This design comes from an exercise in tuning for small area and a short achievable clock period on the open sky130 flow, not from production work. At most, simulation tests tie the RTL to the original design; equivalence was not proved. No functional check of the RTL was part of runs 1 to 4. No driver is modelled on the clock port, so clocking that relies on it looks cheaper here than on a real chip. Power is estimated from default activity; no workload was simulated.

<file path="design/flow/flow/pull_out_regs.tcl">
# Before detailed placement: put each output port's buffer next to its pin, and the
# flip-flop that feeds that buffer right behind it, so the register-to-port wire is short.
# Detailed placement then legalizes the moved cells.
set block [ord::get_db_block]
set core [$block getCoreArea]
set cx0 [$core xMin]; set cy0 [$core yMin]; set cx1 [$core xMax]; set cy1 [$core yMax]
set step 4000
set moved 0
proc clampv {v lo hi} { expr {$v < $lo ? $lo : ($v > $hi ? $hi : $v)} }
foreach bt [$block getBTerms] {
  if {[$bt getIoType] ne "OUTPUT"} continue
  set net [$bt getNet]
  if {$net eq "NULL"} continue
  set buf ""
  foreach it [$net getITerms] { if {[$it isOutputSignal]} { set buf [$it getInst] } }
  if {$buf eq ""} continue
  set flop ""
  foreach it [$buf getITerms] {
    if {![$it isInputSignal]} continue
    set n2 [$it getNet]
    if {$n2 eq "NULL"} continue
    foreach it2 [$n2 getITerms] {
      if {[$it2 isOutputSignal]} {
        set c [$it2 getInst]
        if {[string match "*__*df*" [[$c getMaster] getName]]} { set flop $c }
      }
    }
  }
  set bb [$bt getBBox]
  set px [expr {([$bb xMin] + [$bb xMax]) / 2}]
  set py [expr {([$bb yMin] + [$bb yMax]) / 2}]
  # inward direction from the nearest die edge
  set dx 0; set dy 0
  set dl [expr {$px - $cx0}]; set dr [expr {$cx1 - $px}]
  set db [expr {$py - $cy0}]; set dt [expr {$cy1 - $py}]
  set m [expr {min($dl, $dr, $db, $dt)}]
  if {$m == $dl} { set dx 1 } elseif {$m == $dr} { set dx -1 } elseif {$m == $db} { set dy 1 } else { set dy -1 }
  set bx [clampv $px $cx0 [expr {$cx1 - 10000}]]
  set by [clampv $py $cy0 [expr {$cy1 - 3000}]]
  $buf setLocation [expr {$bx + $dx * $step}] [expr {$by + $dy * $step}]
  if {$flop ne ""} {
    $flop setLocation [expr {$bx + $dx * 3 * $step}] [expr {$by + $dy * 3 * $step}]
    incr moved
  }
}
puts "pull_out_regs: moved $moved output registers next to their port buffers"
</file>
<file path="design/flow/flow/split_root.tcl">
# Split the clock root buffer into four, one per quadrant of its loads, all driven by the
# clock port, so the first clock stage drives a quarter of the load each.
set block [ord::get_db_block]
set root [$block findInst clkbuf_0_clk]
if {$root ne "NULL"} {
  set clknet [[$root findITerm A] getNet]
  set rnet [[$root findITerm X] getNet]
  set master [$root getMaster]
  set loads {}
  foreach it [$rnet getITerms] { if {[$it isInputSignal]} { lappend loads $it } }
  set rx 0; set ry 0
  foreach it $loads { set l [[$it getInst] getLocation]; set rx [expr {$rx + [lindex $l 0]}]; set ry [expr {$ry + [lindex $l 1]}] }
  set n [llength $loads]
  set cx [expr {$rx / $n}]; set cy [expr {$ry / $n}]
  array set grp {}
  foreach it $loads {
    set l [[$it getInst] getLocation]
    set q [expr {([lindex $l 0] >= $cx ? 1 : 0) + ([lindex $l 1] >= $cy ? 2 : 0)}]
    lappend grp($q) $it
  }
  set k 0
  foreach q [lsort [array names grp]] {
    if {$k == 0} {
      set b $root; set net $rnet
    } else {
      set b [odb::dbInst_create $block $master "clkbuf_0_clk_split$k"]
      set net [odb::dbNet_create $block "clknet_0_clk_split$k"]
      $net setSigType CLOCK
      [$b findITerm A] connect $clknet
      [$b findITerm X] connect $net
    }
    set sx 0; set sy 0
    foreach it $grp($q) {
      if {$k != 0} { $it disconnect; $it connect $net }
      set l [[$it getInst] getLocation]; set sx [expr {$sx + [lindex $l 0]}]; set sy [expr {$sy + [lindex $l 1]}]
    }
    set m [llength $grp($q)]
    $b setLocation [expr {$sx / $m}] [expr {$sy / $m}]
    $b setPlacementStatus PLACED
    incr k
  }
  puts "split_root: clock root split into $k buffers"
}
</file>
<file path="design/flow/flow/post_cts.tcl">
# After clock tree synthesis: split the clock root buffer (flow/split_root.tcl), legalize the
# new buffers, and repair timing again on the faster clock tree.
source [file join [file dirname [info script]] split_root.tcl]
global_connect
detailed_placement
estimate_parasitics -placement
repair_timing_helper
detailed_placement
check_placement -verbose
estimate_parasitics -placement
report_clock_latency
report_worst_slack
</file>
<file path="design/flow/config.mk">
export PLATFORM = sky130hd
export DESIGN_NAME = fpga_host
export DESIGN_NICKNAME = fpga_host
export VERILOG_FILES = /design/flow/design.v
export SDC_FILE = /design/flow/constraint.sdc
export NUM_CORES = 4
export LEC_CHECK = 0
export ABC_CLOCK_PERIOD_IN_PS = 1800
export CAP_MARGIN = 20
export CORE_MARGIN = 2
export CORE_UTILIZATION = 65
export CTS_CLUSTER_DIAMETER = 80
export CTS_CLUSTER_SIZE = 24
export SETUP_SLACK_MARGIN = 2.2
export SLEW_MARGIN = 20
</file>
<file path="design/flow/design.v">
`default_nettype none
package fpga_host_pkg;
  localparam int CSR_DATA_W = 32;
  localparam int CSR_ADDR_W = 4;
  localparam int NBF_ADDR_W   = 64;
  localparam int NBF_DATA_W   = 64;
  localparam int NBF_OPCODE_W = 8;
  localparam int NBF_FLITS    = 5;
  localparam logic [CSR_ADDR_W-1:0] CSR_NBF            = 4'h0;
  localparam logic [CSR_ADDR_W-1:0] CSR_HOST_TO_BP     = 4'h4;
  localparam logic [CSR_ADDR_W-1:0] CSR_BP_TO_HOST_CNT = 4'h8;
  localparam logic [CSR_ADDR_W-1:0] CSR_BP_TO_HOST     = 4'hC;
  localparam logic [NBF_OPCODE_W-1:0] OP_WRITE32 = 8'h02;
  localparam logic [NBF_OPCODE_W-1:0] OP_WRITE64 = 8'h03;
  localparam logic [NBF_OPCODE_W-1:0] OP_FENCE   = 8'hFE;
  localparam logic [NBF_OPCODE_W-1:0] OP_FINISH  = 8'hFF;
  localparam logic [1:0] SIZE_32 = 2'd2;
  localparam logic [1:0] SIZE_64 = 2'd3;
  typedef logic [CSR_DATA_W-1:0] word_t;
  typedef struct packed {
    logic [NBF_OPCODE_W-1:0] opcode;
    logic [NBF_ADDR_W-1:0]   addr;
    logic [NBF_DATA_W-1:0]   data;
  } nbf_pkt_t;
endpackage
`default_nettype wire
`timescale 1ns/1ps
`default_nettype none
import fpga_host_pkg::*;
module fpga_host #(
  parameter int MMIO_ELS       = 16,
  parameter int NBF_MAX_WRITES = 4
) (
  input  wire                                   clk,
  input  wire                                   reset,
  input  wire                                   psel_i,
  input  wire                                   penable_i,
  input  wire                                   pwrite_i,
  input  wire [fpga_host_pkg::CSR_ADDR_W-1:0]   paddr_i,
  input  wire fpga_host_pkg::word_t             pwdata_i,
  output fpga_host_pkg::word_t                  prdata_o,
  output logic                                  pready_o,
  output logic                                  pslverr_o,
  output logic                                  wr_valid_o,
  input  wire                                   wr_ready_i,
  output logic [fpga_host_pkg::NBF_ADDR_W-1:0]  wr_addr_o,
  output logic [fpga_host_pkg::NBF_DATA_W-1:0]  wr_data_o,
  output logic [1:0]                            wr_size_o,
  input  wire                                   wr_done_i,
  output logic                                  bp_in_valid_o,
  input  wire                                   bp_in_ready_i,
  output fpga_host_pkg::word_t                  bp_in_data_o,
  input  wire                                   bp_out_valid_i,
  output logic                                  bp_out_ready_o,
  input  wire fpga_host_pkg::word_t             bp_out_data_i
);
  localparam int PKT_W = 2 + 4 * CSR_DATA_W;
  logic setup, access;
  logic hit_nbf, hit_h2b, hit_cnt, hit_b2h;
  assign setup   = psel_i & ~penable_i;
  assign access  = psel_i &  penable_i;
  assign hit_nbf = (paddr_i == CSR_NBF);
  assign hit_h2b = (paddr_i == CSR_HOST_TO_BP);
  assign hit_cnt = (paddr_i == CSR_BP_TO_HOST_CNT);
  assign hit_b2h = (paddr_i == CSR_BP_TO_HOST);
  logic [4:0]      dsel_q;      
  logic            dfull_q;     
  logic [31:0]           dw_q [4];    
  logic [1:0]      dcls_q;
  logic            flit_fire;
  logic            pkt_fire;
  logic            dfull_n;
  logic            qfull_q;
  assign flit_fire = access & pwrite_i & hit_nbf & ~dfull_q;
  assign pkt_fire  = dfull_q & ~qfull_q;
  assign dfull_n   = ~reset & ((dfull_q & qfull_q) | (flit_fire & dsel_q[4]));
  always_ff @(posedge clk) begin
    if (reset) begin
      dsel_q  <= 5'b00001;
      dfull_q <= 1'b0;
    end else begin
      dfull_q <= dfull_n;
      if (flit_fire) dsel_q <= {dsel_q[3:0], dsel_q[4]};
    end
  end
  always_ff @(posedge clk) begin
    for (int k = 0; k < 4; k++) begin
      if (!dfull_q && dsel_q[k]) dw_q[k] <= pwdata_i;
    end
    if (!dfull_q && dsel_q[4]) begin
      dcls_q[1] <= (pwdata_i[7:0] == OP_WRITE32) | (pwdata_i[7:0] == OP_WRITE64);
      dcls_q[0] <= (pwdata_i[7:0] == OP_WRITE64) | (pwdata_i[7:0] == OP_FENCE);
    end
  end
  logic [PKT_W-1:0] qmem [16];
  logic [3:0]       qwr_q;
  logic [15:0]      qwe_q;      
  logic [4:0]       qcnt_q;
  logic             qne_q;
  logic             q_pop;
  logic [PKT_W-1:0] qhead;
  logic [15:0]      qrd_oh_q;   
  logic [1:0]       hcls_q;     
  logic [1:0]       ncls;       
  always_ff @(posedge clk) begin
    for (int i = 0; i < 16; i++) begin
      if (qwe_q[i]) qmem[i] <= {dcls_q, dw_q[3], dw_q[2], dw_q[1], dw_q[0]};
    end
  end
  always_comb begin
    qhead = '0;
    for (int i = 0; i < 16; i++) qhead = qhead | (qmem[i] & {PKT_W{qrd_oh_q[i]}});
  end
  always_comb begin
    ncls = '0;
    for (int i = 0; i < 16; i++) ncls = ncls | (qmem[i][PKT_W-1:PKT_W-2] & {2{qrd_oh_q[(i+15)%16]}});
  end
  always_ff @(posedge clk) begin
    if (q_pop) begin
      hcls_q <= (qcnt_q != 5'd1) ? ncls : dcls_q;
    end else if (!qne_q) begin
      hcls_q <= dcls_q;
    end
  end
  always_ff @(posedge clk) begin
    if (reset) begin
      qwr_q   <= '0;
      qwe_q   <= 16'd1;
      qrd_oh_q <= 16'd1;
      qcnt_q  <= '0;
      qne_q   <= 1'b0;
      qfull_q <= 1'b0;
    end else begin
      if (pkt_fire) qwr_q <= qwr_q + 1'b1;
      for (int i = 0; i < 16; i++) begin
        qwe_q[i] <= ((pkt_fire ? qwr_q + 1'b1 : qwr_q) == 4'(i)) &
                    ~(pkt_fire & ~q_pop & (qcnt_q == 5'd15)) & ~(qfull_q & ~q_pop);
      end
      if (q_pop) qrd_oh_q <= {qrd_oh_q[14:0], qrd_oh_q[15]};
      case ({pkt_fire, q_pop})
        2'b10: begin
          qcnt_q  <= qcnt_q + 1'b1;
          qne_q   <= 1'b1;
          qfull_q <= (qcnt_q == 5'd15);
        end
        2'b01: begin
          qcnt_q  <= qcnt_q - 1'b1;
          qne_q   <= (qcnt_q != 5'd1);
          qfull_q <= 1'b0;
        end
        default: ;
      endcase
    end
  end
  logic [2:0] cred_q;
  logic       w64_q;
  logic       launch, retire, can_issue, drained, load_wr;
  logic       h_wr, h_x;
  assign h_wr = hcls_q[1];
  assign h_x  = hcls_q[0];
  assign launch    = wr_valid_o & wr_ready_i;
  assign retire    = wr_done_i & (cred_q != 3'd0);
  assign can_issue = ~wr_valid_o & ~cred_q[2];
  assign drained   = ~wr_valid_o & (cred_q == 3'd0);
  assign load_wr   = qne_q & h_wr & can_issue;
  assign q_pop     = qne_q & (h_wr ? can_issue : (~h_x | drained));
  always_ff @(posedge clk) begin
    if (reset) begin
      wr_valid_o <= 1'b0;
    end else if (load_wr) begin
      wr_valid_o <= 1'b1;
    end else if (launch) begin
      wr_valid_o <= 1'b0;
    end
  end
  always_ff @(posedge clk) begin
    if (!wr_valid_o) begin
      wr_addr_o          <= qhead[4*CSR_DATA_W-1:2*CSR_DATA_W];
      wr_data_o[31:0]    <= qhead[CSR_DATA_W-1:0];
      wr_data_o[63:32]   <= h_x ? qhead[2*CSR_DATA_W-1:CSR_DATA_W] : qhead[CSR_DATA_W-1:0];
      w64_q              <= h_x;
    end
  end
  assign wr_size_o = {1'b1, w64_q};
  always_ff @(posedge clk) begin
    if (reset) begin
      cred_q <= '0;
    end else begin
      case ({launch, retire})
        2'b10:   cred_q <= cred_q + 1'b1;
        2'b01:   cred_q <= cred_q - 1'b1;
        default: ;
      endcase
    end
  end
  logic [31:0] hmem [15];
  logic [14:0] hwr_oh_q;   
  logic [14:0] hrd_oh_q;   
  logic [15:0] hth_q;      
  logic [15:0] hth_n;
  logic        hfull_q, hfull_n;
  logic        h_push, h_pop, h_up, h_dn, h_one, h_from_in, h_from_ring, h_ring_push;
  logic [31:0] hring_head;
  assign hfull_q     = hth_q[15];
  assign h_push      = access & pwrite_i & hit_h2b & ~hfull_q;
  assign h_pop       = bp_in_ready_i & bp_in_valid_o;
  assign h_up        = h_push & ~h_pop;
  assign h_dn        = h_pop & ~h_push;
  assign h_one       = hth_q[0] & ~hth_q[1];
  assign h_from_in   = h_push & (~bp_in_valid_o | (h_one & h_pop));
  assign h_from_ring = h_pop & ~h_one;
  assign h_ring_push = h_push & ~h_from_in;
  assign hth_n       = reset ? '0 : h_up ? {hth_q[14:0], 1'b1} : h_dn ? {1'b0, hth_q[15:1]} : hth_q;
  assign hfull_n     = hth_n[15];
  always_comb begin
    hring_head = '0;
    for (int i = 0; i < 15; i++) hring_head = hring_head | (hmem[i] & {CSR_DATA_W{hrd_oh_q[i]}});
  end
  always_ff @(posedge clk) begin
    for (int i = 0; i < 15; i++) begin
      if (hwr_oh_q[i] && !hfull_q) hmem[i] <= pwdata_i;
    end
    if (h_from_in || h_from_ring) begin
      bp_in_data_o <= (!bp_in_valid_o || h_one) ? pwdata_i : hring_head;
    end
  end
  always_ff @(posedge clk) begin
    hth_q         <= hth_n;
    bp_in_valid_o <= hth_n[0];
    if (reset) begin
      hwr_oh_q      <= 15'd1;
      hrd_oh_q      <= 15'd1;
    end else begin
      if (h_ring_push) hwr_oh_q <= {hwr_oh_q[13:0], hwr_oh_q[14]};
      if (h_from_ring) hrd_oh_q <= {hrd_oh_q[13:0], hrd_oh_q[14]};
    end
  end
  logic [31:0] bmem [16];
  logic [15:0] bwr_oh_q;   
  logic [15:0] brd_oh_q;   
  logic [15:0] bth_q;      
  logic [15:0] bth_n;
  logic [4:0]  bcnt;
  logic        bne_q;
  logic        b_push, b_pop, b_up, b_dn;
  logic [31:0] bhead;
  assign bne_q  = bth_q[0];
  assign b_push = bp_out_valid_i & bp_out_ready_o;
  assign b_pop  = setup & ~pwrite_i & hit_b2h & bne_q;
  assign b_up   = b_push & ~b_pop;
  assign b_dn   = b_pop & ~b_push;
  assign bth_n  = reset ? '0 : b_up ? {bth_q[14:0], 1'b1} : b_dn ? {1'b0, bth_q[15:1]} : bth_q;
  always_comb begin
    bcnt = '0;
    for (int k = 0; k < 16; k++) begin
      if (bth_q[k]) bcnt = 5'(k + 1);
    end
  end
  always_ff @(posedge clk) begin
    for (int i = 0; i < 16; i++) begin
      if (bwr_oh_q[i] && bp_out_ready_o) bmem[i] <= bp_out_data_i;
    end
  end
  always_comb begin
    bhead = '0;
    for (int i = 0; i < 16; i++) bhead = bhead | (bmem[i] & {CSR_DATA_W{brd_oh_q[i]}});
  end
  always_ff @(posedge clk) begin
    bth_q          <= bth_n;
    bp_out_ready_o <= ~bth_n[15];
    if (reset) begin
      bwr_oh_q       <= 16'd1;
      brd_oh_q       <= 16'd1;
    end else begin
      if (b_push) bwr_oh_q <= {bwr_oh_q[14:0], bwr_oh_q[15]};
      if (b_pop)  brd_oh_q <= {brd_oh_q[14:0], brd_oh_q[15]};
    end
  end
  always_ff @(posedge clk) begin
    pready_o  <= ~(pwrite_i & ((hit_nbf & dfull_n) | (hit_h2b & hfull_n)));
    pslverr_o <= ~(hit_nbf | hit_h2b | hit_cnt | hit_b2h) | (pwrite_i & (hit_cnt | hit_b2h));
    if (pwrite_i) begin
      prdata_o <= '0;
    end else if (hit_cnt) begin
      prdata_o <= CSR_DATA_W'(bcnt);
    end else if (hit_b2h && bne_q) begin
      prdata_o <= bhead;
    end else begin
      prdata_o <= '0;
    end
  end
endmodule
`default_nettype wire
</file>
<file path="design/flow/flow/run.sh">
#!/bin/bash
# The standard layout (the standard.sh, with the standard synthesis unchanged) with:
# - port buffers of a plain buffer cell (buf_4) instead of the one buffer_ports picks;
# - the resizer free to pick any cell size, not only same-footprint ones;
# - before detailed placement, each output port's buffer next to its pin and the register
#   feeding it right behind the buffer (flow/pull_out_regs.tcl);
# - after clock tree synthesis, the clock root buffer split into four, each driving one
#   quadrant of the tree, then legalization and another timing repair (flow/post_cts.tcl).
set -euo pipefail
F="$PWD/flow"
export PRE_DETAIL_PLACE_TCL="$F/pull_out_regs.tcl"
export POST_CTS_TCL="$F/post_cts.tcl"
bash standard.sh MATCH_CELL_FOOTPRINT=0 "BUFFER_PORTS_ARGS=-buffer_cell sky130_fd_sc_hd__buf_4" \
  PRE_DETAIL_PLACE_TCL="$F/pull_out_regs.tcl" POST_CTS_TCL="$F/post_cts.tcl" finish > standard_flow.log 2>&1
</file>
<file path="design/flow/standard.sh">
#!/bin/bash
# synth_recipe.tcl (not shown) runs the flow's synth.tcl, then flattens the netlist and writes it again
# the make line also repeats each setting of config.mk as NAME=value (left out here)
make -C /OpenROAD-flow-scripts/flow DESIGN_CONFIG=/design/flow/config.mk WORK_HOME=/design/flow/orfs CLKGATE_MAP_FILE= SYNTH_SCRIPT=/design/flow/synth_recipe.tcl "${@:-finish}"
</file>
<file path="design/flow/constraint.sdc">
create_clock -name core_clock -period 4.2 [get_ports {clk}]
set_input_delay 0.8400 -clock core_clock [delete_from_list [all_inputs] [get_ports {clk}]]
set_output_delay 0.8400 -clock core_clock [all_outputs]
set_load 0.01 [all_outputs]
</file>
==> impl_metrics.ini, run 1 <==
[run_status]
outcome = no timing/DRC/antenna violations

[die]
core-area_um2 = 192000
io_pins = 276
die_height_um = 443
start_util = 0.653
rows = 161
die-area_um2 = 197000
dieWidth_um = 443

[critical_path]
r2r_start = hcls_q[1]
cp-end-kind = flop
reg2reg_to = qcnt_q[3]
crit_fanout = 3
worstSetupPathType = reg2reg
worstPathRequired_ns = 4.67
endpoint = qcnt_q[3]
crit_arrival_ns = 2.70
reg2reg_depth = 9
cp-startpoint = hcls_q[1]
ff2ff_setup_slack_ns = 1.96
critPathLaunchType = flop

[logic_synthesis]
synth-edff-count = 3365
async_flop_share = 0
synth_seq_area_share = 0.834
synth_top_area_frac = 0.805
synth_nets = 6541
synthCells = 6451
synth_cell_type_count = 70
synth_top_area_cell = edfxtp_1
syn_area_um2 = 125000
ys_ff_latch = 3547
yosys_warnings = 5
synthTopCellsByArea = edfxtp_1 81%, a221oi_1 4.6%, a22o_1 4.6%, dfxtp_1 2.9%, a22oi_1 1.3%
synth_ff_type = edfxtp_1
avgSynthCellArea_um2 = 19.5

[drt]
vias_per_cell = 7.48
wl_met2_um = 181000
num_vias = 71700
drt_first_pass_iters = 6
wl_met1_um = 137000
remaining_drc_errors = 0
dr_wl_met3_um = 50500
drt-initial-drc-count = 11500
wl_per_cell_um = 40.3
top_layer_used = met5
wirelength_um = 386000
drtAntennaViolNets = 0

[finish]
final_cell_area_um2 = 143000
area_delta_synth_final_pct = 13.6
final_util = 0.742
final_layout_size_suffix_gt1_frac = 0.194
fin_nets = 7035

[power_and_ir_drop]
leakage_nw = 45.3
p_per_area_nw_per_um2 = 465
power_mw = 66.2
peakVddDrop_mv = 0.458

[place]
dp_hpwl_um = 177000
gp_congestion = 0.783
place.port_buffers = 274
place_area_um2 = 131000

[clock_tree]
cts_tree = built
clk_latency_ns = 0.62
clk_pin_slew_ns = 0.10
numClockSinks = 3547

[timing]
period_share = 0.533
setup_viol = 0
slew_headroom = 0.207
rsz0062_at_grt = true
setup_tns_ns = 0
fin_crit_ns = 2.24
fin_skew_ns = 0.0323
drv_slew = 0
worst_pin_slew_ns = 1.19
timing.final.hold_violations = 0
clock.fmax_mhz = 447

[grt]
grt_max_degree = 93
antenna_found_initial = 33
track_usage = 0.382
grt_pass1_wl_um = 522000
grt.overflow.total = 0
grt_pass1_vias = 67900

[hold_path]
hp-class = in2reg
min_path_cells = 2

[flow_run]
timing.max_cap.violations = 0
placed cells by master (no fill, tap or decap), types with 38 or more instances in the layout:
cell	synthesis	routed
a221oi_2	0	194
buf_4	5	340
clkbuf_16	0	205
nand2_1	117	115
a221oi_1	655	458
dfxtp_4	0	38
nand4_1	165	165
edfxtp_1	3365	3365
a22oi_1	215	214
nor2_1	114	111
dfxtp_1	182	95
clkbuf_1	257	73
a22o_1	654	653
buf_6	8	241
buf_12	1	96
mux2i_1	45	45
a21oi_1	135	115
dfxtp_2	0	49
power by group:
part	leakage, nW	switching, mW	internal, mW
clock network	2.30	10.5	7.78
registers	32.4	0.527	39.3
logic	10.6	4.38	3.72
total	45.3	15.4	50.8
routing by layer:
layer	vias up	track usage
met2	5600	0.604
met5	-	0
li1	28200	-
met3	816	0.0830
met4	16	0.134
met1	37100	0.534
stage by stage:
| stage | setup WS, ns | hold WS [ns] | instances |
|---|---|---|---|
| floorplan | 1.51 | 0.440 | 6451 |
| finish | 1.96 | 0.438 | 9586 |
| detailed placement | 0.845 | 0.458 | 9009 |
| global route | 1.90 | 0.426 | 9569 |
| global placement | 0.904 | 0.451 | 9009 |
logic make-up after synthesis:
group,count (synthesis),share of synthesized area
multiplexers,79,0.00664
other,1,0.0000299
AND/OR/NAND/NOR,583,0.0250
AO/OA/AOI/OAI,1766,0.116
XOR/XNOR,9,0.000628
flip-flops,3547,0.834
adder cells (fa/ha/maj),13,0.00136
buffers and inverters,453,0.0159
cell usage after synthesis (7+ instances only):
| library cell | number |
|---|---|
| buf_2 | 100 |
| nand2_1 | 117 |
| a31oi_1 | 31 |
| inv_1 | 18 |
| buf_6 | 8 |
| mux2_2 | 34 |
| dfxtp_1 | 182 |
| buf_1 | 54 |
| o22a_1 | 33 |
| clkbuf_1 | 257 |
| and2_1 | 17 |
| a22o_1 | 654 |
| edfxtp_1 | 3365 |
| nand4_1 | 165 |
| nand3b_1 | 29 |
| o21ai_0 | 7 |
| nand3_1 | 33 |
| a21oi_1 | 135 |
| and3_1 | 30 |
| a22oi_1 | 215 |
| nor2_1 | 114 |
| nor3_1 | 7 |
| mux2i_1 | 45 |
| a221oi_1 | 655 |
| clkbuf_8 | 8 |
| ha_1 | 12 |
| nor2b_1 | 30 |
worst min path at each step:
stage | start | to | slack [ns]
2_1_floorplan | dsel_q[1] | dsel_q[1] | 0.44
3_3_place_gp | bwr_oh_q[12] | bwr_oh_q[13] | 0.45
3_5_place_dp | bwr_oh_q[15] | bwr_oh_q[15] | 0.46
5_1_grt | paddr_i[1] | pslverr_o | 0.43
6_report | paddr_i[1] | pslverr_o | 0.44
critical path, cell delays in order, from the launching register on:
cell and delay, ns:
edfxtp_1 0.45, or3b_4 0.40, o31a_1 0.15, buf_12 0.15, clkinv_4 0.04, ha_4 0.13, or4b_4 0.46, a21oi_2 0.14
xnor2_1 0.12, nor2_1 0.05
sequential cells by signal, summed over array words and instances (netlist names), 2 cells and up:
register,cells
hmem,480
dcls_q,2
dw_q,128
bwr_oh_q,16
bth_q,16
hrd_oh_q,15
qwr_q,4
bmem,512
qwe_q,16
qcnt_q,5
qmem,2080
wr_data_o,64
bp_in_data_o,32
brd_oh_q,16
hcls_q,2
cred_q,3
prdata_o,32
hwr_oh_q,15
qrd_oh_q,16
dsel_q,5
wr_addr_o,64
hth_q,16
area by class of cell, without the clock buffers:
cell class / count / area (µm²)
repair inverters: 1 / 5.00
diodes: 25 / 62.6
flip-flops and latches: 3547 / 105000
clock inverters: 15 / 158
fillers: 11000 / 49700
repair buffers: 747 / 8810
inverters: 20 / 90.1
well taps: 2526 / 3160
multi-input cells: 2459 / 20700
plain buffers: 3 / 75.1
==> inputs of run 2 (changes only) <==
==> design/flow/config.mk (replaced) <==
export PLATFORM = sky130hd
export DESIGN_NAME = fpga_host
export DESIGN_NICKNAME = fpga_host
export VERILOG_FILES = /design/flow/design.v
export SDC_FILE = /design/flow/constraint.sdc
export NUM_CORES = 4
export LEC_CHECK = 0
export ABC_CLOCK_PERIOD_IN_PS = 2100
export CAP_MARGIN = 20
export CORE_MARGIN = 2
export CORE_UTILIZATION = 65
export CTS_CLUSTER_DIAMETER = 80
export CTS_CLUSTER_SIZE = 24
export SETUP_SLACK_MARGIN = 2.05
export SLEW_MARGIN = 20
==> run 2 against run 1 <==
- wire length down 3.9%
- synthesized cell count did not move
- sequential share of layout area grew 1.8 points
- largest cell class unchanged
- combinational power down 15%
- still clean on timing, DRC and antenna
- critical path type unchanged
- global-route usage shrank 0.90 points
==> impl_metrics.ini, run 2 <==
[drt]
drtAntennaViolNets = 0
wl_per_cell_um = 39.3
remaining_drc_errors = 0
drt_first_pass_iters = 6
wirelength_um = 371000
drt-initial-drc-count = 10700
vias_per_cell = 7.44
num_vias = 70300

[place]
place.port_buffers = 274
dp_hpwl_um = 180000
place_area_um2 = 131000
gp_congestion = 0.787

[finish]
regMostFlops = qmem
area_delta_synth_final_pct = 10.9
final_cell_mix = 3365 x edfxtp_1, 654 x a22o_1, 635 x a221oi_1, 341 x buf_4, 214 x a22oi_1
final_cell_area_um2 = 139000
largest_reg_flops = 2080
final_util = 0.724
nFillCells = 11500
final_layout_size_suffix_gt1_frac = 0.152
final_common_cell = edfxtp_1
reg.largest.list = qmem: 2080 flops, bmem: 512 flops, hmem: 480 flops
seq_area_um2 = 105000
fin_nets = 6915
multiInputGateArea_um2 = 19400

[critical_path]
worstSetupPathType = reg2reg
crit_fanout = 51
crit_arrival_ns = 2.44
worstPathRequired_ns = 4.40
cp-end-kind = flop
critical_path.cell_chain = buf_6 > buf_12 > a22o_1 > a221oi_1 > nand4_1
endpoint = wr_addr_o[45]
cp-startpoint = qrd_oh_q[4]
slowest_delay_ns = 0.49
critPathLaunchType = flop
ff2ff_setup_slack_ns = 1.96
slowest_stage = dfxtp_4
reg2reg_depth = 5
r2r_start = qrd_oh_q[4]
reg2reg_to = wr_addr_o[45]

[timing]
drv_slew = 0
clock.fmax_mhz = 446
slew_headroom = 0.210
setup_tns_ns = 0
fin_hold_ws_ns = 0.431
timing.final.hold_violations = 0
worst_pin_slew_ns = 1.18
rsz0062_at_grt = true
fin_crit_ns = 2.24
fin_skew_ns = 0.0288
setup_viol = 0
period_share = 0.534

[die]
start_util = 0.653
die-area_um2 = 197000
core-area_um2 = 192000
die_height_um = 443
dieWidth_um = 443
rows = 161
io_pins = 276

[flow_run]
timing.max_cap.violations = 0

[logic_synthesis]
synth_commonest_cells = 3365 x edfxtp_1, 655 x a221oi_1, 654 x a22o_1
synth_seq_area_share = 0.834
synth_top_area_frac = 0.805
synthTopCellsByArea = edfxtp_1 81%, a221oi_1 4.6%, a22o_1 4.6%, dfxtp_1 2.9%, a22oi_1 1.3%
synth_nets = 6541
synth_cell_type_count = 70
yosys_warnings = 5
syn_area_um2 = 125000
synth_top_area_cell = edfxtp_1
synthCells = 6451
synth_ff_type = edfxtp_1
synth-edff-count = 3365
avgSynthCellArea_um2 = 19.5
ys_ff_latch = 3547
yosys.cell_count.top_type = edfxtp_1
async_flop_share = 0

[hold_path]
hp-class = in2reg

[power_and_ir_drop]
p_switching_mw = 14.7
internal_power_mw = 50.2
leakage_nw = 43.7
power_mw = 64.9
power.share.switching = 0.226
clkPwrFrac = 0.281
pwr-share-comb = 0.106
p_per_area_nw_per_um2 = 466
peakVddDrop_mv = 0.488
pwr-share-seq = 0.613

[grt]
grt_pass1_wl_um = 512000
grt.overflow.total = 0
grt_pass1_vias = 66400
antenna_found_initial = 33
track_usage = 0.373
grt_max_degree = 85

[clock_tree]
clk_latency_ns = 0.60
cts_tree = built
clk_pin_slew_ns = 0.10
numClockSinks = 3547

[run_status]
outcome = no timing/DRC/antenna violations
==> run 2: changes by cell type in the layout (fill, tap and decap cells not counted), moves of 10 or more <==
cell,before,now
and2_4,14,3
mux2_4,33,8
a221oi_1,458,635
buf_6,241,190
and2_2,3,14
mux2_2,1,26
a221oi_2,194,19
buf_12,96,76
buf_8,16,4
clkbuf_16,205,189
diode_2,25,15
inv_6,11,0
==> run 2: layout make-up, without the clock buffers <==
| class | count | share of cell area |
|---|---|---|
| Sequential cell | 3547 | 0.754 |
| Multi-Input combinational cell | 2455 | 0.139 |
| Inverter | 20 | 0.000647 |
| Buffer | 3 | 0.000539 |
| Timing Repair Buffer | 632 | 0.0491 |
| Clock inverter | 5 | 0.000270 |
| Antenna cell | 15 | 0.000270 |
| Tap cell | 2526 | 0.0227 |
==> run 2: power by group through the flow <==
stage               Combinational (mW)  Clock [mW]  Sequential, mW
finish                            6.87        18.2            39.8
global route                      7.06        19.4            39.9
detailed placement                5.54           0            40.7
global placement                  5.04           0            41.1
floorplan                         2.55           0            40.7
==> run 2: kinds of logic after synthesis <==
logic type / share of synthesized area
DFF: 0.834
AOI/OAI and AO/OA: 0.116
and+or+nand+nor: 0.0250
buffers and inverters: 0.0159
muxes: 0.00664
adders and majority gates: 0.00136
xor gates and xnor gates: 0.000628
other: 0.0000299
==> run 2: stage by stage <==
step                      std cells  setup slack (ns)
final                          9449              1.96
after global routing           9438              1.88
after detailed placement       9023              1.02
after global placement         9021              1.10
after floorplan                6451              1.51
==> run 2: per-layer routing <==
metal / global-route usage / up-vias / part of all wire
li1: - / 27900 / -
met5: 0 / - / 0.00037
met3: 0.0604 / 606 / 0.12
met2: 0.602 / 5098 / 0.48
met1: 0.531 / 36700 / 0.36
met4: 0.118 / 20 / 0.038
==> run 2: critical path: cells and delay by family, from the launching register on <==
| kind | cells | cell delay (ns) |
|---|---|---|
| compound gates | 2 | 0.46 |
| buf+inv | 2 | 0.46 |
| flops | 1 | 0.49 |
| simple gates | 1 | 0.39 |
==> run 2: worst min-delay path by stage <==
stage                start  slack, ns           to  cells after the start
5_1_grt         paddr_i[0]       0.43    pslverr_o                      2
3_5_place_dp   bwr_oh_q[8]       0.46  bwr_oh_q[9]                      2
3_3_place_gp     dsel_q[4]       0.45    dsel_q[4]                      2
2_1_floorplan    dsel_q[1]       0.44    dsel_q[1]                      2
6_report        paddr_i[0]       0.43    pslverr_o                      2
==> inputs of run 3 (changes only) <==
--- a/design/flow/design.v
+++ b/design/flow/design.v
@@ -87,24 +87,28 @@
     for (int k = 0; k < 4; k++) begin
       if (!dfull_q && dsel_q[k]) dw_q[k] <= pwdata_i;
     end
+    if (flit_fire && dsel_q[4] && pwdata_i[7:0] == OP_WRITE32) dw_q[1] <= dw_q[0];
     if (!dfull_q && dsel_q[4]) begin
       dcls_q[1] <= (pwdata_i[7:0] == OP_WRITE32) | (pwdata_i[7:0] == OP_WRITE64);
       dcls_q[0] <= (pwdata_i[7:0] == OP_WRITE64) | (pwdata_i[7:0] == OP_FENCE);
     end
   end
   logic [PKT_W-1:0] qmem [16];
-  logic [3:0]       qwr_q;
-  logic [15:0]      qwe_q;      
-  logic [4:0]       qcnt_q;
+  logic [15:0]      qwr_oh_q;   
+  logic [15:0]      qrd_oh_q;   
+  logic [15:0]      qth_q;      
   logic             qne_q;
-  logic             q_pop;
+  logic             q_pop, q_up, q_dn;
   logic [PKT_W-1:0] qhead;
-  logic [15:0]      qrd_oh_q;   
   logic [1:0]       hcls_q;     
   logic [1:0]       ncls;       
+  assign qne_q   = qth_q[0];
+  assign qfull_q = qth_q[15];
+  assign q_up    = pkt_fire & ~q_pop;
+  assign q_dn    = q_pop & ~pkt_fire;
   always_ff @(posedge clk) begin
     for (int i = 0; i < 16; i++) begin
-      if (qwe_q[i]) qmem[i] <= {dcls_q, dw_q[3], dw_q[2], dw_q[1], dw_q[0]};
+      if (qwr_oh_q[i] && !qfull_q) qmem[i] <= {dcls_q, dw_q[3], dw_q[2], dw_q[1], dw_q[0]};
     end
   end
   always_comb begin
@@ -117,39 +121,21 @@
   end
   always_ff @(posedge clk) begin
     if (q_pop) begin
-      hcls_q <= (qcnt_q != 5'd1) ? ncls : dcls_q;
+      hcls_q <= qth_q[1] ? ncls : dcls_q;
     end else if (!qne_q) begin
       hcls_q <= dcls_q;
     end
   end
   always_ff @(posedge clk) begin
     if (reset) begin
-      qwr_q   <= '0;
-      qwe_q   <= 16'd1;
+      qwr_oh_q <= 16'd1;
       qrd_oh_q <= 16'd1;
-      qcnt_q  <= '0;
-      qne_q   <= 1'b0;
-      qfull_q <= 1'b0;
-    end else begin
-      if (pkt_fire) qwr_q <= qwr_q + 1'b1;
-      for (int i = 0; i < 16; i++) begin
-        qwe_q[i] <= ((pkt_fire ? qwr_q + 1'b1 : qwr_q) == 4'(i)) &
-                    ~(pkt_fire & ~q_pop & (qcnt_q == 5'd15)) & ~(qfull_q & ~q_pop);
-      end
-      if (q_pop) qrd_oh_q <= {qrd_oh_q[14:0], qrd_oh_q[15]};
-      case ({pkt_fire, q_pop})
-        2'b10: begin
-          qcnt_q  <= qcnt_q + 1'b1;
-          qne_q   <= 1'b1;
-          qfull_q <= (qcnt_q == 5'd15);
-        end
-        2'b01: begin
-          qcnt_q  <= qcnt_q - 1'b1;
-          qne_q   <= (qcnt_q != 5'd1);
-          qfull_q <= 1'b0;
-        end
-        default: ;
-      endcase
+      qth_q    <= '0;
+    end else begin
+      if (pkt_fire) qwr_oh_q <= {qwr_oh_q[14:0], qwr_oh_q[15]};
+      if (q_pop)    qrd_oh_q <= {qrd_oh_q[14:0], qrd_oh_q[15]};
+      if (q_up)     qth_q    <= {qth_q[14:0], 1'b1};
+      if (q_dn)     qth_q    <= {1'b0, qth_q[15:1]};
     end
   end
   logic [2:0] cred_q;
@@ -177,7 +163,7 @@
     if (!wr_valid_o) begin
       wr_addr_o          <= qhead[4*CSR_DATA_W-1:2*CSR_DATA_W];
       wr_data_o[31:0]    <= qhead[CSR_DATA_W-1:0];
-      wr_data_o[63:32]   <= h_x ? qhead[2*CSR_DATA_W-1:CSR_DATA_W] : qhead[CSR_DATA_W-1:0];
+      wr_data_o[63:32]   <= qhead[2*CSR_DATA_W-1:CSR_DATA_W];
       w64_q              <= h_x;
     end
   end
==> run 3 against run 2 <==
- still clean on timing, DRC and antenna
- combinational power decreased by about 20%
- worst setup slack got worse by 0.43 ns
- utilization up 0.069 points
- clock skew down 0.00076 ns
- maximum frequency is 16% lower
- synthesized cell count grew 0.54%
- cell area is essentially flat
- sequential share of layout area is essentially flat
- register-to-register slack barely moved
- critical path type is now in2reg
- highest routed layer unchanged
==> impl_metrics.ini, run 3 <==
[timing]
fin_skew_ns = 0.0280
setup_tns_ns = 0
rsz0062_at_grt = true
fin_crit_ns = 2.67
setup_viol = 0
drv_slew = 0
setup_slack_ns = 1.53
timing.final.hold_violations = 0
period_share = 0.636
clock.fmax_mhz = 374
slew_headroom = 0.204
worst_pin_slew_ns = 1.19

[finish]
final_cell_mix = 3365 x edfxtp_1, 657 x a22o_1, 653 x a221oi_1, 282 x buf_4, 214 x a22oi_1
nFillCells = 11400
regMostFlops = qmem
area_delta_synth_final_pct = 11.1
final_common_cell = edfxtp_1
final_layout_size_suffix_gt1_frac = 0.145
largest_reg_flops = 2080
fin_nets = 6914
reg.largest.list = qmem: 2080 flops, bmem: 512 flops, hmem: 480 flops

[critical_path]
r2r_start = dfull_q
worstSetupPathType = in2reg
cp-end-kind = flop
slowest_stage = or4_4
cp-startpoint = pwdata_i[3]
slowest_delay_ns = 0.51
critPathLaunchType = input pin
crit_path_frequent_cell = buf_12
critical_path.cell_chain = buf_12 > or4_4 > or4_4 > buf_6 > nor4_4 > buf_6 > buf_12 > buf_12 > mux2_2
crit_arrival_ns = 3.04
worstPathRequired_ns = 4.57
crit_fanout = 4
ff2ff_setup_slack_ns = 1.97

[grt]
antenna_found_initial = 20
track_usage = 0.366
grt_max_degree = 156
grt.overflow.total = 0
grt_pass1_vias = 66600
grt_pass1_wl_um = 506000

[place]
place.port_buffers = 274
gp_congestion = 0.791
dp_hpwl_um = 179000
dp_slack_ns = 0.545

[logic_synthesis]
yosys.cell_count.top_type = edfxtp_1
synth_top_area_cell = edfxtp_1
synth_top_area_frac = 0.806
synth_seq_area_share = 0.836
synth_cell_type_count = 57
ys_ff_latch = 3552
synth_nets = 6571
async_flop_share = 0
synth_ff_type = edfxtp_1
synthCells = 6486
avgSynthCellArea_um2 = 19.3
synthTopCellsByArea = edfxtp_1 81%, a22o_1 4.6%, a221oi_1 4.6%, dfxtp_1 3.0%, a22oi_1 1.3%
syn_area_um2 = 125000
yosys_warnings = 5
synth-edff-count = 3365
synth_commonest_cells = 3365 x edfxtp_1, 657 x a22o_1, 656 x a221oi_1

[die]
rows = 161
start_util = 0.653
die_height_um = 443
dieWidth_um = 443
io_pins = 276
core-area_um2 = 192000
die-area_um2 = 196000

[drt]
drtAntennaViolNets = 0
drt-initial-drc-count = 10200
remaining_drc_errors = 0
wirelength_um = 364000
num_vias = 70200
wl_per_cell_um = 38.5
vias_per_cell = 7.42
drt_first_pass_iters = 6

[power_and_ir_drop]
peakVddDrop_mv = 0.335
p_per_area_nw_per_um2 = 456
leakage_nw = 43.5

[hold_path]
hp-start = paddr_i[0]
hp-class = in2reg

[run_status]
outcome = no timing/DRC/antenna violations

[clock_tree]
cts_tree = built
numClockSinks = 3552
clk_pin_slew_ns = 0.09
clk_latency_ns = 0.62

[flow_run]
timing.max_cap.violations = 0
run 3: power by group:
part           total [mW]  internal, mW  switching [mW]
clock network        18.1          7.70            10.4
logic                5.49          2.40            3.09
registers            39.9          39.3           0.608
run 3: cell families after synthesis:
group / count (synthesis) / synth area share
and+or+nand+nor: 607 / 0.0259
muxes: 89 / 0.00736
xor gates and xnor gates: 2 / 0.000140
DFF: 3552 / 0.836
AOI/OAI and AO/OA: 1773 / 0.116
other: 1 / 0.0000299
buffers and inverters: 454 / 0.0140
adders and majority gates: 8 / 0.000858
run 3: through the flow:
step                      total power, mW   util  std cells  hold WS (ns)  cell area, µm²
after floorplan                      42.7      -       6486         0.440          126000
after global placement               45.3  0.684       9052         0.449          131000
after detailed placement             45.4  0.684       9053         0.453          132000
after global routing                 64.9  0.725       9451         0.445          139000
final                                63.6  0.725       9466         0.434          139000
run 3: per-layer routing:
metal / up-vias / global-route usage / wire length (µm)
li1: 28000 / - / -
met1: 37000 / 0.528 / 136000
met2: 4637 / 0.598 / 178000
met3: 577 / 0.0522 / 39100
met4: 12 / 0.0990 / 12100
met5: - / 0 / 84
run 3: final cells by class, without the clock buffers:
class / count / area, µm² / area share
plain buffers: 3 / 75.1 / 0.000539
well taps: 2526 / 3160 / 0.0227
diodes: 18 / 45.0 / 0.000323
repair buffers: 598 / 6760 / 0.0485
inverters: 19 / 87.6 / 0.000629
multi-input cells: 2489 / 19600 / 0.141
clock inverters: 13 / 135 / 0.000970
flip-flops and latches: 3552 / 105000 / 0.753
run 3: final timing paths:
path | end | cells past startpoint
hold / removal | pslverr_o | 2
hold reg to reg | bwr_oh_q[7] | 2
setup reg to reg | dw_q[1][4] | 8
setup / recovery | dw_q[1][31] | 9
run 3: worst max-delay path: cells and delay by family:
family / cells / cell delay [ns]
AND/OR/NAND/NOR: 3 / 1.15
multiplexers: 1 / 0.33
buffers and inverters: 5 / 0.69
==> inputs of run 4 (changes only) <==
==> design/flow/config.mk (replaced) <==
export PLATFORM = sky130hd
export DESIGN_NAME = fpga_host
export DESIGN_NICKNAME = fpga_host
export VERILOG_FILES = /design/flow/design.v
export SDC_FILE = /design/flow/constraint.sdc
export NUM_CORES = 4
export LEC_CHECK = 0
export ABC_CLOCK_PERIOD_IN_PS = 2000
export CAP_MARGIN = 20
export CORE_MARGIN = 2
export CORE_UTILIZATION = 65
export CTS_CLUSTER_DIAMETER = 80
export CTS_CLUSTER_SIZE = 24
export SETUP_SLACK_MARGIN = 2.15
export SLEW_MARGIN = 20
==> run 4 against run 3 <==
- still clean on timing, DRC and antenna
- combinational power grew 5.8%
- worst setup slack gained 0.075 ns
- total power grew 0.41%
- clock power is essentially flat
- sequential share of layout area is 0.60 points lower
- synthesized area is the same
- global-route usage grew 0.69 points
- wire length increased by 1.9%
- synthesized cell count stayed put
- critical endpoint is now dw_q[1][25]
- largest cell class unchanged
==> impl_metrics.ini, run 4 <==
[finish]
area_delta_synth_final_pct = 12.0
final_cell_mix = 3365 x edfxtp_1, 657 x a22o_1, 652 x a221oi_1, 304 x buf_4, 214 x a22oi_1
regMostFlops = qmem
nFillCells = 11300
largest_reg_flops = 2080
reg.largest.list = qmem: 2080 flops, bmem: 512 flops, hmem: 480 flops
fin_nets = 6967
final_common_cell = edfxtp_1
final_layout_size_suffix_gt1_frac = 0.159
instances_no_fill = 9529

[clock_tree]
numClockSinks = 3552
clk_pin_slew_ns = 0.10
cts_tree = built
clk_latency_ns = 0.61

[place]
gp_congestion = 0.791
place.port_buffers = 274
dp_hpwl_um = 179000
dp.cells = 9053

[die]
rows = 161
die-area_um2 = 196000
dieWidth_um = 443
core-area_um2 = 192000
io_pins = 276
start_util = 0.653
die_height_um = 443

[timing]
fin_skew_ns = 0.0293
worst_pin_slew_ns = 1.22
slew_headroom = 0.186
drv_slew = 0
timing.final.hold_violations = 0
rsz0062_at_grt = true
setup_tns_ns = 0
fin_hold_ws_ns = 0.439
clock.fmax_mhz = 385
fin_crit_ns = 2.60
setup_viol = 0
period_share = 0.618

[drt]
vias_per_cell = 7.43
drt-initial-drc-count = 10400
wirelength_um = 371000
remaining_drc_errors = 0
num_vias = 70800
wl_per_cell_um = 39.0
drt_first_pass_iters = 6
drtAntennaViolNets = 0

[logic_synthesis]
synth_seq_area_share = 0.836
synth_commonest_cells = 3365 x edfxtp_1, 657 x a22o_1, 656 x a221oi_1
synth-edff-count = 3365
synth_top_area_cell = edfxtp_1
synth_nets = 6571
synth_cell_type_count = 57
synthCells = 6486
ys_ff_latch = 3552
avgSynthCellArea_um2 = 19.3
synth_top_area_frac = 0.806
syn_area_um2 = 125000
async_flop_share = 0
yosys.cell_count.top_type = edfxtp_1
synthTopCellsByArea = edfxtp_1 81%, a22o_1 4.6%, a221oi_1 4.6%, dfxtp_1 3.0%, a22oi_1 1.3%
synth_ff_type = edfxtp_1
yosys_warnings = 5

[critical_path]
crit_fanout = 31
cp-end-kind = flop
worstSetupPathType = in2reg
critPathLaunchType = input pin
slowest_delay_ns = 0.51
critical_path.cell_chain = buf_12 > or4_4 > or4_4 > buf_4 > nor4_4 > buf_12 > mux2_2
slowest_stage = or4_4
ff2ff_setup_slack_ns = 2.06
reg2reg_to = dw_q[1][14]
crit_arrival_ns = 2.96
r2r_start = dfull_q
worstPathRequired_ns = 4.56
reg2reg_depth = 4

[run_status]
outcome = no timing/DRC/antenna violations

[power_and_ir_drop]
power_mw = 63.8
peakVddDrop_mv = 0.339
p_per_area_nw_per_um2 = 454
leakage_nw = 44.1

[hold_path]
min_path_cells = 2
min_to = pslverr_o
hp-start = paddr_i[0]
hp-class = in2reg

[grt]
antenna_found_initial = 24
grt_max_degree = 156
grt_pass1_vias = 67500
grt_pass1_wl_um = 514000
grt.overflow.total = 0
track_usage = 0.373

[flow_run]
timing.max_cap.violations = 0
==> run 4: critical path: cells and delay by family <==
kind	cells	cell delay [ns]
muxes	1	0.37
buffers and inverters	3	0.52
and+or+nand+nor	3	1.14
==> run 4: power breakdown <==
| part | total (mW) | internal (mW) | leakage, nW | switching (mW) |
|---|---|---|---|---|
| Sequential | 39.8 | 39.3 | 32.4 | 0.520 |
| Combinational | 5.81 | 2.51 | 9.47 | 3.30 |
| Clock | 18.2 | 7.70 | 2.28 | 10.5 |
| Total | 63.8 | 49.5 | 44.1 | 14.3 |
==> run 4: stage by stage <==
step                      area [µm²]  utilization  setup slack, ns
after global placement        131000        0.684            0.591
after floorplan               126000            -             1.20
final                         140000        0.731             1.60
after detailed placement      132000        0.684            0.545
after global routing          140000        0.731             1.56
==> run 4: worst max path at each step <==
stage	startpoint	endpoint	slack [ns]	depth (start not counted)
2_1_floorplan	pwdata_i[2]	dw_q[1][0]	1.20	4
3_3_place_gp	pwdata_i[3]	dw_q[1][14]	0.59	6
3_5_place_dp	pwdata_i[3]	dw_q[1][20]	0.54	6
5_1_grt	pwdata_i[3]	dw_q[1][19]	1.56	7
6_report	pwdata_i[3]	dw_q[1][25]	1.60	7
==> run 4: layout make-up, without the clock buffers <==
type | count | area [µm²] | share of cell area
sequential | 3552 | 105000 | 0.747
inverter | 19 | 85.1 | 0.000606
tap | 2526 | 3160 | 0.0225
timing repair buffer | 651 | 7560 | 0.0538
multi-input combinational | 2489 | 19900 | 0.142
buffer | 3 | 75.1 | 0.000534
clock inverter | 13 | 135 | 0.000962
antenna | 28 | 70.1 | 0.000499
==> run 4: kinds of logic (layout without fill, tap and decap cells) <==
logic type               count (synthesis)  after routing  share of synthesized area
flip-flops                            3552           3552                      0.836
AO/OA/AOI/OAI                         1773           1774                      0.116
AND/OR/NAND/NOR                        607            615                     0.0259
buffers and inverters                  454            934                     0.0140
multiplexers                            89             89                    0.00736
adder cells (fa/ha/maj)                  8              8                   0.000858
XOR/XNOR                                 2              2                   0.000140
other                                    1             29                  0.0000299
==> run 4: layer usage <==
layer  GRT usage  wire, µm  up-vias
met1       0.535    136000    37100
met2       0.604    180000     5002
li1            -         -    28100
met4       0.112     13300       10
met3      0.0554     41700      599
met5           0        72        -
==> inputs of run 5 (changes only) <==
--- a/design/flow/design.v
+++ b/design/flow/design.v
@@ -87,7 +87,6 @@
     for (int k = 0; k < 4; k++) begin
       if (!dfull_q && dsel_q[k]) dw_q[k] <= pwdata_i;
     end
-    if (flit_fire && dsel_q[4] && pwdata_i[7:0] == OP_WRITE32) dw_q[1] <= dw_q[0];
     if (!dfull_q && dsel_q[4]) begin
       dcls_q[1] <= (pwdata_i[7:0] == OP_WRITE32) | (pwdata_i[7:0] == OP_WRITE64);
       dcls_q[0] <= (pwdata_i[7:0] == OP_WRITE64) | (pwdata_i[7:0] == OP_FENCE);
@@ -163,7 +162,7 @@
     if (!wr_valid_o) begin
       wr_addr_o          <= qhead[4*CSR_DATA_W-1:2*CSR_DATA_W];
       wr_data_o[31:0]    <= qhead[CSR_DATA_W-1:0];
-      wr_data_o[63:32]   <= qhead[2*CSR_DATA_W-1:CSR_DATA_W];
+      wr_data_o[63:32]   <= h_x ? qhead[2*CSR_DATA_W-1:CSR_DATA_W] : qhead[CSR_DATA_W-1:0];
       w64_q              <= h_x;
     end
   end
==> design/flow/config.mk (replaced) <==
export PLATFORM = sky130hd
export DESIGN_NAME = fpga_host
export DESIGN_NICKNAME = fpga_host
export VERILOG_FILES = /design/flow/design.v
export SDC_FILE = /design/flow/constraint.sdc
export NUM_CORES = 4
export LEC_CHECK = 0
export ABC_CLOCK_PERIOD_IN_PS = 2100
export CAP_MARGIN = 20
export CORE_MARGIN = 2
export CORE_UTILIZATION = 70
export CTS_CLUSTER_DIAMETER = 80
export CTS_CLUSTER_SIZE = 30
export SETUP_SLACK_MARGIN = 2.05
export SLEW_MARGIN = 20
==> run 5 against run 4 <==
- highest routed layer unchanged
- maximum frequency up 17%
- largest cell class unchanged
- largest power group unchanged
- combinational power increased by 11%
- sequential share of layout area is 1.2 points higher
- critical path depth shrank 3
- via count barely moved
- worst setup slack gained 0.38 ns
- clock skew rose by 0.0067 ns
- utilization rose by 4.4 points
- sequential power about the same
- flip-flop and latch count stayed put
==> impl_metrics.ini, run 5 <==
[run_status]
outcome = no timing/DRC/antenna violations

[flow_run]
timing.max_cap.violations = 0

[timing]
slew_headroom = 0.237
drv_slew = 0
clock.fmax_mhz = 451
worst_pin_slew_ns = 1.14
fin_skew_ns = 0.0360
setup_viol = 0
period_share = 0.527
rsz0062_at_grt = true
timing.final.hold_violations = 0
setup_tns_ns = 0
fin_crit_ns = 2.22
fin_hold_ws_ns = 0.469

[grt]
grt.overflow.total = 0
track_usage = 0.390
grt_max_degree = 114
grt_pass1_vias = 67000
antenna_found_initial = 33
grt_pass1_wl_um = 496000

[drt]
wl_per_cell_um = 38.8
vias_per_cell = 7.63
remaining_drc_errors = 0
drtAntennaViolNets = 0
num_vias = 70700
wirelength_um = 360000
drt_first_pass_iters = 6
drt-initial-drc-count = 10900

[logic_synthesis]
synth_ff_type = edfxtp_1
synthCells = 6484
async_flop_share = 0
avgSynthCellArea_um2 = 19.4
synthSimpleGateAreaFrac = 0.0270
synth_cell_type_count = 57
yosys_warnings = 5
synth_top_area_frac = 0.805
synth_top_area_cell = edfxtp_1
synth_commonest_cells = 3365 x edfxtp_1, 683 x a221oi_1, 680 x a22o_1
syn_area_um2 = 126000
synth_top_family_by_area = compound AO/OA/AOI/OAI gates
synthTopCellsByArea = edfxtp_1 80%, a221oi_1 4.8%, a22o_1 4.7%, dfxtp_1 3.0%, a22oi_1 0.97%
ys_ff_latch = 3552
synth-compound-area-share = 0.115
yosys.cell_count.top_type = edfxtp_1
synth-xor-area-share = 0.000140
synth_seq_area_share = 0.835
synthAdderAreaFrac = 0.000857
synth-edff-count = 3365
synth_mux_area_frac = 0.00807
synth_nets = 6569

[die]
rows = 155
start_util = 0.704
io_pins = 276
dieWidth_um = 428
core-area_um2 = 178000
die-area_um2 = 183000
die_height_um = 428

[power_and_ir_drop]
p_per_area_nw_per_um2 = 459
leakage_nw = 43.3
peakVddDrop_mv = 0.504

[finish]
reg.largest.list = qmem: 2080 flops, bmem: 512 flops, hmem: 480 flops
final_layout_size_suffix_gt1_frac = 0.142
final_cell_mix = 3365 x edfxtp_1, 680 x a22o_1, 677 x a221oi_1, 318 x buf_4, 189 x buf_6
final_cell_area_um2 = 138000
seq_area_um2 = 105000
nFillCells = 9579
final_common_cell = edfxtp_1
area_delta_synth_final_pct = 10.1
fin_nets = 6885
largest_reg_flops = 2080
regMostFlops = qmem
instances_no_fill = 9269
multiInputGateArea_um2 = 19400

[clock_tree]
clk_pin_slew_ns = 0.11
clk_latency_ns = 0.60
numClockSinks = 3552
cts_tree = built

[critical_path]
crit_fanout = 32
critPathLaunchType = flop
worstPathRequired_ns = 4.40
slowest_delay_ns = 0.46
cp-end-kind = flop
critical_path.cell_chain = buf_4 > a22o_1 > a221oi_1 > nand4_1
slowest_stage = dfxtp_4
crit_arrival_ns = 2.42
worstSetupPathType = reg2reg

[place]
place_area_um2 = 131000
gp_congestion = 0.782
dp_hpwl_um = 172000
dp.cells = 8865
place.port_buffers = 274

[hold_path]
hp-class = in2reg
## run 5: final timing paths
| kind | slack (ns) | end | from | cells past startpoint |
|---|---|---|---|---|
| max | 1.98 | wr_addr_o[50] | qrd_oh_q[1] | 4 |
| min | 0.47 | pslverr_o | pwrite_i | 3 |
| max reg2reg | 1.98 | wr_addr_o[50] | qrd_oh_q[1] | 4 |
| min reg2reg | 0.47 | bwr_oh_q[5] | bwr_oh_q[4] | 2 |
## run 5: metrics by stage
stage	setup slack (ns)	power, mW	util
3_5_place_dp	1.03	45.8	0.735
6_report	1.98	63.5	0.775
2_1_floorplan	1.23	42.9	-
5_1_grt	2.01	64.8	0.774
3_3_place_gp	1.09	45.7	0.735
## run 5: final cells by class, without the clock buffers
cell class,count,share of cell area
clock inverter,45,0.00299
tap,2355,0.0213
buffer,3,0.000543
timing repair buffer,598,0.0467
antenna,30,0.000543
inverter,17,0.000516
multi-input combinational,2484,0.141
sequential,3552,0.759
## run 5: where the power goes
part	switching [mW]	total (mW)	internal, mW
Combinational	3.62	6.44	2.82
Sequential	0.518	39.9	39.4
Clock	10.2	17.1	6.95
Total	14.3	63.5	49.1
## run 5: worst max-delay path, delay by kind of cell (launching register included)
kind	cells	cell delay (ns)
AND/OR/NAND/NOR	1	0.40
buffers and inverters	1	0.38
AO/OA/AOI/OAI	2	0.57
flip-flops	1	0.46
## run 5: cell families after synthesis
family	after synthesis
buffers and inverters	454
other	1
AOI/OAI and AO/OA	1735
DFF	3552
adders and majority gates	8
xor gates and xnor gates	2
muxes	97
and+or+nand+nor	635
## run 5: routing by layer
layer | global-route usage | share of wire
met4 | 0.154 | 0.045
met5 | 0 | 0.00037
met1 | 0.545 | 0.35
met2 | 0.622 | 0.48
met3 | 0.0740 | 0.13
==> inputs of run 6 (changes only) <==
--- a/design/flow/config.mk
+++ b/design/flow/config.mk
@@ -8,8 +8,8 @@
 export ABC_CLOCK_PERIOD_IN_PS = 2100
 export CAP_MARGIN = 20
 export CORE_MARGIN = 2
-export CORE_UTILIZATION = 70
+export CORE_UTILIZATION = 65
 export CTS_CLUSTER_DIAMETER = 80
-export CTS_CLUSTER_SIZE = 30
+export CTS_CLUSTER_SIZE = 24
 export SETUP_SLACK_MARGIN = 2.05
 export SLEW_MARGIN = 20
==> run 6 against run 5 <==
- worst setup slack better by 0.052 ns
- register-to-register slack better by 0.05 ns
- cell area is 0.27% higher
- flip-flop and latch count stayed put
- synthesized area stayed put
- largest power group unchanged
- total power is 1.0% higher
- maximum frequency is 2.4% higher
- via count is 1.0% lower
- die area is 7.6% higher
- clock skew is 0.013 ns lower
- sequential power hardly changed
- critical path depth stayed put
==> impl_metrics.ini, run 6 <==
[run_status]
outcome = no timing/DRC/antenna violations

[die]
io_pins = 276
dieWidth_um = 444
start_util = 0.653
die-area_um2 = 197000
rows = 161
core-area_um2 = 192000
die_height_um = 444

[timing]
fin_crit_ns = 2.16
worst_pin_slew_ns = 1.19
slew_headroom = 0.206
fin_skew_ns = 0.0231
setup_viol = 0
rsz0062_at_grt = true
drv_slew = 0
setup_tns_ns = 0
clock.fmax_mhz = 462
timing.final.hold_violations = 0
period_share = 0.515

[logic_synthesis]
synth-xor-area-share = 0.000140
synthCells = 6484
async_flop_share = 0
synth_top_area_frac = 0.805
synth_cell_type_count = 57
yosys_warnings = 5
ys_ff_latch = 3552
synth_ff_type = edfxtp_1
synth-edff-count = 3365
synth_top_family_by_area = compound AO/OA/AOI/OAI gates
yosys.cell_count.top_type = edfxtp_1
synth_mux_area_frac = 0.00807
synth_seq_area_share = 0.835
synth_nets = 6569
synthSimpleGateAreaFrac = 0.0270
synthTopCellsByArea = edfxtp_1 80%, a221oi_1 4.8%, a22o_1 4.7%, dfxtp_1 3.0%, a22oi_1 0.97%
syn_area_um2 = 126000
synth_top_area_cell = edfxtp_1
synthAdderAreaFrac = 0.000857
synth-compound-area-share = 0.115
synth_commonest_cells = 3365 x edfxtp_1, 683 x a221oi_1, 680 x a22o_1
avgSynthCellArea_um2 = 19.4

[flow_run]
timing.max_cap.violations = 0

[power_and_ir_drop]
leakage_nw = 43.4
peakVddDrop_mv = 0.526
p_per_area_nw_per_um2 = 463
power_mw = 64.1

[grt]
track_usage = 0.365
grt.overflow.total = 0
antenna_found_initial = 34
grt_max_degree = 110
grt_pass1_vias = 66700
grt_pass1_wl_um = 505000

[hold_path]
hp-class = in2reg

[drt]
wirelength_um = 364000
num_vias = 70000
remaining_drc_errors = 0
wl_per_cell_um = 38.6
vias_per_cell = 7.43
drt_first_pass_iters = 6
drt-initial-drc-count = 10800
drtAntennaViolNets = 0

[finish]
final_util = 0.721
final_common_cell = edfxtp_1
final_layout_size_suffix_gt1_frac = 0.136
largest_reg_flops = 2080
reg.largest.list = qmem: 2080 flops, bmem: 512 flops, hmem: 480 flops
area_delta_synth_final_pct = 10.4
final_cell_mix = 3365 x edfxtp_1, 681 x a221oi_1, 680 x a22o_1, 310 x buf_4
fin_nets = 6895
regMostFlops = qmem

[critical_path]
worstSetupPathType = reg2reg
cp-end-kind = flop
slowest_stage = dfxtp_4
crit_fanout = 41
path_delay_family = flip-flops
worstPathRequired_ns = 4.38
crit_arrival_ns = 2.35
cp_num_buf_inv = 1
slowest_delay_ns = 0.51
critPathLaunchType = flop
critical_path.cell_chain = buf_12 > a22o_1 > a221oi_1 > nand4_1

[clock_tree]
clk_pin_slew_ns = 0.09
clk_latency_ns = 0.60
cts_tree = built
numClockSinks = 3552

[place]
place.port_buffers = 274
gp_congestion = 0.773
dp_hpwl_um = 174000
[run 6: cell types whose count changed in the layout (fill, tap and decap cells not counted), moves of 8 or more]
cell,previous run,this run
clkbuf_16,155,179
buf_4,318,310
clkbuf_1,36,61
clkinv_2,10,0
buf_6,189,179
dfxtp_1,119,127
diode_2,30,17
clkinv_4,9,0
[run 6: area by class of cell, without the clock buffers]
type	count	area (µm²)
inverter	17	71.3
timing repair buffer	583	6290
tap	2526	3160
antenna	17	42.5
clock inverter	8	105
buffer	3	75.1
sequential	3552	105000
multi-input combinational	2487	19400
fill	11500	53600
[run 6: cells by family after synthesis]
kind of cell               Yosys count
DFF                               3552
AOI/OAI and AO/OA                 1735
and+or+nand+nor                    635
buffers and inverters              454
muxes                               97
adders and majority gates            8
xor gates and xnor gates             2
other                                1
[run 6: worst paths after layout]
| path | from | depth (start not counted) | end | slack, ns |
|---|---|---|---|---|
| setup / recovery | qrd_oh_q[7] | 4 | wr_addr_o[50] | 2.04 |
| hold / removal | pwrite_i | 3 | pslverr_o | 0.46 |
| setup reg to reg | qrd_oh_q[7] | 4 | wr_addr_o[50] | 2.04 |
| hold reg to reg | bwr_oh_q[13] | 2 | bwr_oh_q[13] | 0.47 |
[run 6: power by group]
group	switching [mW]	internal [mW]	leakage, nW
Combinational	3.48	2.64	8.73
Clock	10.3	7.82	2.27
Sequential	0.503	39.3	32.4
Total	14.3	49.8	43.4
[run 6: routing by layer]
layer	track usage	up-vias	routed length (µm)
met1	0.518	36600	133000
met2	0.590	4914	176000
met3	0.0653	627	42600
met5	0	-	253
met4	0.110	8	12300
li1	-	27900	-
[run 6: metrics by stage]
stage	area, µm²	cells	hold slack, ns	setup WS [ns]
after global placement	131000	9036	0.446	1.08
after floorplan	126000	6484	0.421	1.23
final	139000	9427	0.462	2.04
after global routing	139000	9414	0.465	2.02
after detailed placement	131000	9038	0.455	1.03
[run 6: worst reg2reg max path, stage by stage (launching register included)]
cell and delay, ns:
dfxtp_4 0.51, buf_12 0.29, a22o_1 0.27, a221oi_1 0.24, nand4_1 0.44
==> inputs of run 7 (changes only) <==
--- a/design/flow/config.mk
+++ b/design/flow/config.mk
@@ -11,5 +11,5 @@
 export CORE_UTILIZATION = 65
 export CTS_CLUSTER_DIAMETER = 80
 export CTS_CLUSTER_SIZE = 24
-export SETUP_SLACK_MARGIN = 2.05
+export SETUP_SLACK_MARGIN = 2.0
 export SLEW_MARGIN = 20
==> run 7 against run 6 <==
- still clean
- first-iteration DRC count is 3.0% lower
- wire length is 0.76% lower
- global-route usage is 0.42 points lower
- critical endpoint is now hmem[13][17]
==> impl_metrics.ini, run 7 <==
[die]
io_pins = 276
dieWidth_um = 444
die_height_um = 444
core-area_um2 = 192000
rows = 161
die-area_um2 = 197000
start_util = 0.653

[critical_path]
crit_fanout = 24
crit_path_frequent_cell = buf_4
worstPathRequired_ns = 4.49
critical_path.cell_chain = buf_4 > nor2b_4 > buf_4
slowest_delay_ns = 0.90
crit_arrival_ns = 2.56
worstSetupPathType = reg2reg
ff2ff_setup_slack_ns = 1.93
slowest_stage = nor2b_4
critPathLaunchType = flop
path_delay_family = simple AND/OR/NAND/NOR gates
cp-end-kind = flop
cp_num_buf_inv = 2

[finish]
final_common_cell = edfxtp_1
reg.largest.list = qmem: 2080 flops, bmem: 512 flops, hmem: 480 flops
largest_reg_flops = 2080
fin_nets = 6863
final_cell_mix = 3365 x edfxtp_1, 682 x a221oi_1, 680 x a22o_1, 309 x buf_4, 178 x clkbuf_16
area_delta_synth_final_pct = 10.1
regMostFlops = qmem
final_layout_size_suffix_gt1_frac = 0.130

[logic_synthesis]
synth_commonest_cells = 3365 x edfxtp_1, 683 x a221oi_1, 680 x a22o_1
async_flop_share = 0
synth_nets = 6569
synthCells = 6484
syn_area_um2 = 126000
yosys.cell_count.top_type = edfxtp_1
ys_ff_latch = 3552
avgSynthCellArea_um2 = 19.4
synth_top_area_frac = 0.805
synthTopCellsByArea = edfxtp_1 80%, a221oi_1 4.8%, a22o_1 4.7%, dfxtp_1 3.0%, a22oi_1 0.97%
synth_ff_type = edfxtp_1
synth_cell_type_count = 57
synth-edff-count = 3365
synth_seq_area_share = 0.835
synth_top_area_cell = edfxtp_1
yosys_warnings = 5

[grt]
grt_max_degree = 110
grt.overflow.total = 0
antenna_found_initial = 34
track_usage = 0.361
grt_pass1_vias = 66400
grt_pass1_wl_um = 500000

[drt]
wl_per_cell_um = 38.4
num_vias = 69800
drtAntennaViolNets = 0
vias_per_cell = 7.42
remaining_drc_errors = 0
drt-initial-drc-count = 10500
wirelength_um = 361000
drt_first_pass_iters = 7

[timing]
clock.fmax_mhz = 440
period_share = 0.541
setup_viol = 0
drv_slew = 0
timing.final.hold_violations = 0
fin_crit_ns = 2.27
fin_skew_ns = 0.0218
setup_tns_ns = 0
worst_pin_slew_ns = 1.15
rsz0062_at_grt = true
setup_slack_ns = 1.93
slew_headroom = 0.229

[place]
dp_slack_ns = 1.03
place.port_buffers = 274
dp_hpwl_um = 174000
gp_congestion = 0.773

[clock_tree]
numClockSinks = 3552
cts_tree = built
clk_pin_slew_ns = 0.09
clk_latency_ns = 0.60

[flow_run]
timing.max_cap.violations = 0

[power_and_ir_drop]
leakage_nw = 43.2
peakVddDrop_mv = 0.508
p_per_area_nw_per_um2 = 463

[run_status]
outcome = no timing/DRC/antenna violations

[hold_path]
hp-class = reg2reg
run 7: power breakdown:
group | switching [mW] | internal [mW]
clock network | 10.3 | 7.81
registers | 0.552 | 39.3
logic | 3.41 | 2.59
run 7: worst register-to-register path: cells and delay by family, from the launching register on:
family | cells | cell delay (ns)
flip-flops | 1 | 0.33
AND/OR/NAND/NOR | 1 | 0.92
buffers and inverters | 2 | 0.72
run 7: per-layer routing:
metal	global-route usage	up-vias	wire, µm
met5	0	-	76
met3	0.0683	652	43300
met4	0.101	10	11500
li1	-	27800	-
met2	0.587	4902	175000
met1	0.510	36400	131000
run 7: layout make-up, without the clock buffers:
cell class | count | area, µm²
clock inverter | 8 | 105
antenna | 30 | 75.1
sequential | 3552 | 105000
multi-input combinational | 2483 | 19400
fill | 11500 | 54000
buffer | 3 | 75.1
inverter | 17 | 71.3
tap | 2526 | 3160
timing repair buffer | 555 | 5910
run 7: logic make-up (layout without fill, tap and decap cells):
group / count (synthesis) / in the layout / synth area share
flops: 3552 / 3552 / 0.835
compound gates: 1735 / 1735 / 0.115
simple gates: 635 / 640 / 0.0270
buf+inv: 454 / 817 / 0.0147
mux: 97 / 97 / 0.00807
fa+ha+maj: 8 / 8 / 0.000857
xor+xnor: 2 / 2 / 0.000140
other cells: 1 / 31 / 0.0000299
run 7: through the flow:
| stage | cells | area [µm²] | total power [mW] | hold WS (ns) | utilization |
|---|---|---|---|---|---|
| 3_3_place_gp | 9036 | 131000 | 45.8 | 0.446 | 0.684 |
| 5_1_grt | 9383 | 138000 | 65.5 | 0.465 | 0.719 |
| 2_1_floorplan | 6484 | 126000 | 42.9 | 0.421 | - |
| 3_5_place_dp | 9038 | 131000 | 45.8 | 0.455 | 0.684 |
| 6_report | 9408 | 138000 | 64.0 | 0.469 | 0.719 |
run 7: path summary, 6_finish.rpt:
kind              cells after the start    startpoint            to
setup / recovery                      3     hth_q[15]  hmem[13][17]
hold / removal                        2  bwr_oh_q[13]  bwr_oh_q[13]
hold reg to reg                       2  bwr_oh_q[13]  bwr_oh_q[13]
setup reg to reg                      3     hth_q[15]  hmem[13][17]

Check on run 7: ideal ports give 1.929 ns setup slack; a clkbuf_16 on the clock port and buf_2 on the inputs give 1.929 ns; moving port delays by the midpoint clock arrival (0.789 ns) as well gives 1.404 ns.
